From an optimization exercise on the open Yosys and OpenROAD flow, aimed at small area and a short achievable clock period; shortcuts taken in it are not production practice.
At most, simulation tests tie the RTL to the original design; equivalence was not proved.
Power and IR drop assume default switching activity.

== job 7721 ==
## wasm_ctrl_top
module wasm_ctrl_top (
    input  logic                      clk,
    input  logic                      rst_n,
    input  logic [addr_w-1:0]         read_pointer,
    input  logic [window_bytes*8-1:0] window,
    output logic [7:0]                advance,
    output logic                      jump_en,
    output logic [addr_w-1:0]         jump_addr,
    output logic [11:0]               stack_ctrl,  
    output logic [31:0]               imm,
    output logic                      call_en,
    output logic [24:0]               call_frame,  
    output logic                      ret_en,
    output logic                      finish,
    output logic                      instr_error
);
    logic s_header, s_sec_head, s_skip;
    logic s_size_t, s_size_s, s_size_c, s_vec_t, s_vec_s, s_vec_c;
    logic s_par, s_res, s_code_len, s_code_decl, s_loc, s_run;
    logic s_leb;  
    logic                  finish_q;
    logic                  error_q;
    logic [func_idx_w-1:0] vec_cnt;
    logic [func_idx_w-1:0] vec_last;
    logic [func_idx_w-1:0] start_idx;
    logic [func_idx_w:0]   sig_hwm;    
    logic [addr_w-1:0]     body_end;
    logic [7:0]            decl_left;
    logic                  locals_done;  
    logic [7:0]            local_acc;
    logic [7:0] b0, b1;
    assign b0 = window[7:0];
    assign b1 = window[15:8];
    logic        c0, c01, c012, c0123;
    logic [2:0]  hd_cnt;      
    logic [2:0]  hd_cnt_p1;   
    logic [11:0] hd_val;
    assign c0    = window[7];
  ...
For scale: ~2700 cells after synthesis, roughly 560 flip-flops, about 170 I/O pins, about 0.027 mm2 of cells after synthesis.
==> flow/config.mk <==
export PLATFORM = sky130hd
export DESIGN_NAME = wasm_ctrl_top
export DESIGN_NICKNAME = wasm_ctrl_top
export VERILOG_FILES = /design/flow/design.v
export SDC_FILE = /design/flow/constraint.sdc
export NUM_CORES = 4
export LEC_CHECK = 0
export ABC_AREA = 1
export CAP_MARGIN = 20
export CORE_MARGIN = 2
export CORE_UTILIZATION = 40
export CTS_BUF_LIST = sky130_fd_sc_hd__clkbuf_8
export CTS_CLUSTER_SIZE = 30
export SETUP_SLACK_MARGIN = 2.5
export SLEW_MARGIN = 20
==> flow/constraint.sdc <==
create_clock -name core_clock -period 8.0 [get_ports {clk}]
set_input_delay 1.6000 -clock core_clock [delete_from_list [all_inputs] [get_ports {clk}]]
set_output_delay 1.6000 -clock core_clock [all_outputs]
set_load 0.01 [all_outputs]
standard.sh (not shown) runs the stock make flow with config.mk's settings and CLKGATE_MAP_FILE= SYNTH_SCRIPT=/design/flow/synth_recipe.tcl, a recipe that flattens the netlist after the stock synthesis.
==> flow/flow/run.sh <==
#!/bin/bash
set -euo pipefail
export BUFFER_PORTS_ARGS="-buffer_cell sky130_fd_sc_hd__buf_2"
bash standard.sh > standard_flow.log 2>&1
Having completed the whole flow, job 7721 delivered a layout that passed the timing, DRC and antenna checks.
What job 5655 does differently from job 7721 at the input level:
- a change of SETUP_SLACK_MARGIN from 2.5 to 3.0
- a deleted CTS_CLUSTER_SIZE that had been 30
- a deleted CTS_BUF_LIST that had been sky130_fd_sc_hd__clkbuf_8
- a change of CORE_UTILIZATION from 40 to 60
--- outcome ---
Job 5655 went all the way through the flow, and no timing, DRC or antenna check failed.
Cmp job 7721 and job 5655 / total setup buffers inserted after CTS / higher: job 5655
Post-route clock period utilization was higher in the run labelled job 5655.
Job 5655 ended up with a lower latest clock arrival within the worst-skew pair than job 7721 did.
Comparing job 7721 with job 5655, the worst max-slew margin expressed relative to the limit came out essentially unchanged.
Looking at launch point of the worst path, the window[15] result is from job 5655; the window[23] one comes from job 7721.
The data-path buffer share of cell area in the final layout reported for job 5655 is greater than that of job 7721 by 3.0 points.
Job 5655 vs. job 7721: post-route cell area increased 4.7%; fmax has decreased; count of clock-buffer cells in the layout now sits lower.
When job 5655 is set beside job 7721, its met2 track demand over resource in global routing turns out to be 19 points larger.
## Diff of input files: job 7374 against job 5655
- a change of CORE_UTILIZATION from 60 to 40
## What came out
As far as remaining antenna violation count after routing goes, job 7374 and job 5655 are indistinguishable; the numbers are identical.
Relative to job 5655, combinational power increased by about 3% in job 7374.
In the flow results for job 5655 and job 7374, the wire length is smaller on job 5655.
Here is what was changed in the inputs of job 9361 compared with job 7374.
- changing SETUP_SLACK_MARGIN from 3.0 to 2.5
## What came out
Compared with job 7374, job 9361 shows largest net degree at the start of global routing higher by 3. Diff job 9361..job 7374 | worst hold slack | negligible. Global-route met2 utilization in job 9361 is 2.0 points lower than in job 7374. Re max-slew violation count: no difference whatsoever between job 9361 and job 7374. Relative contribution of combinational cells to total power sits lower in job 9361 than in job 7374. The non-clock buffer instance count of the final layout in job 9361 is 0.80 times that in job 7374. Diff job 9361..job 7374 | number of placed instances with taps included | negligible. As of job 9361, clock buffer instance count of the final layout had fallen slightly compared to job 7374.
Function was not checked in any run of this note: the RTL went through the layout flow alone.

---

## v48
wasm_ctrl_top, a different RTL version from the one above (not shown whole).
// wasm_ctrl_top
module wasm_ctrl_top (
    input  logic                      clk,
    input  logic                      rst_n,
    input  logic [addr_w-1:0]         read_pointer,
    input  logic [window_bytes*8-1:0] window,
    output logic [7:0]                advance,
    output logic                      jump_en,
    output logic [addr_w-1:0]         jump_addr,
    output logic [11:0]               stack_ctrl,  
    output logic [31:0]               imm,
    output logic                      call_en,
    output logic [24:0]               call_frame,  
    output logic                      ret_en,
    output logic                      finish,
    output logic                      instr_error
);
Settings: LEC_CHECK=0, ABC_AREA=1, CAP_MARGIN=20, CORE_MARGIN=2, CORE_UTILIZATION=60, CTS_BUF_LIST=sky130_fd_sc_hd__clkbuf_8, CTS_CLUSTER_DIAMETER=50, CTS_CLUSTER_SIZE=12, SETUP_SLACK_MARGIN=2.0, SLEW_MARGIN=20; clock period 8.0 ns.
Scripts as last shown in full above: flow/flow/run.sh
What v7 does differently from v48 at the input level:
Settings: SETUP_SLACK_MARGIN now 2.25, was 2.0.
==> flow/flow/run.sh <==
#!/bin/bash
set -euo pipefail
export BUFFER_PORTS_ARGS="-buffer_cell sky130_fd_sc_hd__buf_2"
export RECOVER_POWER=100
bash standard.sh > standard_flow.log 2>&1
--- outcome ---
- v7: complete, dirty (capacitance limit, slew limit)
- Final design instance area without fill essentially unchanged between v48 and v7.
- Placed cell area delta (v48 -> v7): insignificant
- Delta (v7 minus v48): fraction of final layout cells sized beyond drive strength 1 moved down; overall power of the completed layout up 0.57%; global routing usage summed across all routing layers rose 0.69 points.
- NOTE first-pass GRT wire length v48->v7 increased slightly
- Diff v48 and v7: global-route track usage on met1 lower in v48
- Going from v48 to v7, setup slack after layout -0.83 ns, proportion of cell area occupied by multi-input gates ~0 delta.
diff inputs: v7 => v9
Settings: ABC_AREA no longer set, was 1.
==> flow/flow/run.sh <==
#!/bin/bash
set -euo pipefail
export BUFFER_PORTS_ARGS="-buffer_cell sky130_fd_sc_hd__buf_2"
bash standard.sh > standard_flow.log 2>&1
Notes after the runs:
Summary — global-route usage, v9 relative to v7: lower, by 4.1 points.
v9: no failed stages, no open violations at the end
Summary of v9 over v7: non-filler instance count after layout went down; placeable core region went down; worst setup slack went up.
Compared with v7, in v9 final hold violation count did not really move, stage delay of the slowest cell on the critical path went down, die area went down, synthesized-area fraction occupied by adder cells did not really move.
Against v7, number of placement rows in v9 fell slightly.
Die width down 2.8 um in v9 wrt v7

---

## build 17
wasm_ctrl_top again, from the RTL that the note above started with.
Settings: LEC_CHECK=0, ABC_AREA=1, CAP_MARGIN=20, CORE_MARGIN=2, CORE_UTILIZATION=60, CTS_BUF_LIST=sky130_fd_sc_hd__clkbuf_8, CTS_CLUSTER_DIAMETER=50, CTS_CLUSTER_SIZE=12, SETUP_SLACK_MARGIN=1.75, SLEW_MARGIN=20; clock period 8.0 ns.
==> flow/flow/run.sh <==
#!/bin/bash
set -euo pipefail
export BUFFER_PORTS_ARGS="-buffer_cell sky130_fd_sc_hd__buf_2"
bash standard.sh > standard_flow.log 2>&1
Every stage of the flow completed for build 17, and the final layout passed the timing, DRC and antenna checks.
[inputs] build 67 vs build 17
-- flow/config.mk --
<<< build 17, line 15
export SETUP_SLACK_MARGIN = 1.75
>>> build 67, line 15
export SETUP_SLACK_MARGIN = 2.25
Results
- Worst-path cell with the longest stage delay: sky130_fd_sc_hd__buf_4 -> build 67, sky130_fd_sc_hd__nor2_4 -> build 17
- Looking at build 67 and build 17, the power per cell area is a wash.
- Changes observed in build 67 relative to build 17: average routed wire per standard cell now larger, core utilization now larger, clock transition time at the flip-flop clock pins of the worst setup and hold paths comparable, worst setup slack now larger.
- In build 67, the period utilization came out 5.7 points below the value in build 17.
- Build 67 and build 17 all finish clean.
- Summary of build 67 over build 17: arrival time at the worst endpoint saw a decrease; total power +1.9%; total setup violations reported at the end of the flow flat.
What build 44 does differently from build 67 at the input level:
-- flow/config.mk --
<<< build 67, line 8
export ABC_AREA = 1
>>> build 44, line 8
<<< build 67, line 15
export SETUP_SLACK_MARGIN = 2.25
>>> build 44, line 14
export SETUP_SLACK_MARGIN = 2.5
Results
Build 44 -> build 67: sequential standard cell area flat. Taking build 44 as 1.0, build 67 lands at 0.820 on non-clock buffer count. Per the comparison of build 44 with build 67, layout filler cell count now sits lower; layout-stage area growth over the synthesis result now sits higher. Combinational family with the most area after synthesis: simple AND/OR/NAND/NOR gates -> build 67, multiplexers -> build 44. Build 67 reports its critical-path cell with the highest stage delay as sky130_fd_sc_hd__buf_4 while build 44 reports sky130_fd_sc_hd__fa_1. Compared with build 67, build 44 supports a lower clock frequency.
### build 44 -> build 33
-- flow/config.mk --
<<< build 44, line 8
>>> build 33, line 8
export ABC_AREA = 1
<<< build 44, line 12
export CTS_CLUSTER_DIAMETER = 50
export CTS_CLUSTER_SIZE = 12
export SETUP_SLACK_MARGIN = 2.5
>>> build 33, line 13
export CTS_CLUSTER_DIAMETER = 60
export CTS_CLUSTER_SIZE = 16
export SETUP_SLACK_MARGIN = 2.25
Findings:
For build 44 and build 33, there was not a single run that failed to finish clean. Taking build 44 as the reference point, the die extent in y of build 33 rises by about 1.3%. Fraction of the mapped netlist area in compound gates: build 33 lower than build 44. Of build 44 and build 33, the run reporting the higher relative area change from synthesis to final layout was build 44. Re number of ordinary and repair buffers in the finished layout: build 33 is 18% down on build 44. Taking build 44 as the reference, in build 33 relative contribution of combinational cells to total power has increased, synthesized cell count climbed 49%, required time at the worst-slack endpoint now sits lower.
Modified inputs, build 18 compared to build 33
-- flow/config.mk --
<<< build 33, line 11
export CORE_UTILIZATION = 60
>>> build 18, line 11
export CORE_UTILIZATION = 75
<<< build 33, line 13
export CTS_CLUSTER_DIAMETER = 60
export CTS_CLUSTER_SIZE = 16
>>> build 18, line 13
export CTS_CLUSTER_DIAMETER = 50
export CTS_CLUSTER_SIZE = 12
Build 18 packs its core more tightly than build 33. Status: net switching share of the total power parity (build 33, build 18). On build 18: final cell count is 79 lower than what build 33 gave. Re final period utilization: build 33 and build 18 aren't equal, and the higher value belongs to build 18.

-- port drivers added, routing unchanged --
In the flow no input, the clock included, has a driving cell. The finished layouts below were timed again as built, in two steps.
Step 1 (the two cells are an assumption about what drives the block):
set clk [get_ports {clk}]
set_driving_cell -lib_cell sky130_fd_sc_hd__clkbuf_16 $clk
set_driving_cell -lib_cell sky130_fd_sc_hd__buf_2 [delete_from_list [all_inputs] $clk]
Step 2 also shifts input and output timing later by t, the mid clock arrival at the registers, as if the neighbouring blocks saw the same clock.
Slacks: no drivers / after step 1 / after step 2; pairs: no drivers / after step 1.
run	t, ns	setup slack, ns	worst slew at a driven data input, ns
job 7721	0.734	2.440 / 2.379 / 2.379	0.12
job 5655	0.673	2.370 / 2.274 / 2.274	0.20
job 7374	0.671	2.381 / 2.315 / 2.315	0.16
job 9361	0.684	2.449 / 2.397 / 2.397	0.10
v48	0.717	2.095 / 2.069 / 2.069	0.10
v7	0.712	1.266 / 1.226 / 1.226	0.10
v9	0.722	2.165 / 2.032 / 2.032	0.14
build 17	0.708	1.893 / 1.862 / 1.862	0.11
build 67	0.712	2.352 / 2.294 / 2.294	0.10
build 44	0.706	2.099 / 2.046 / 1.345	0.10
build 33	0.702	2.307 / 2.249 / 2.249	0.10
build 18	0.685	2.174 / 2.148 / 2.148	0.11
For build 44, which loses most, drivers alone change the setup slack by -0.053 ns; drivers and shift together by -0.754 ns.
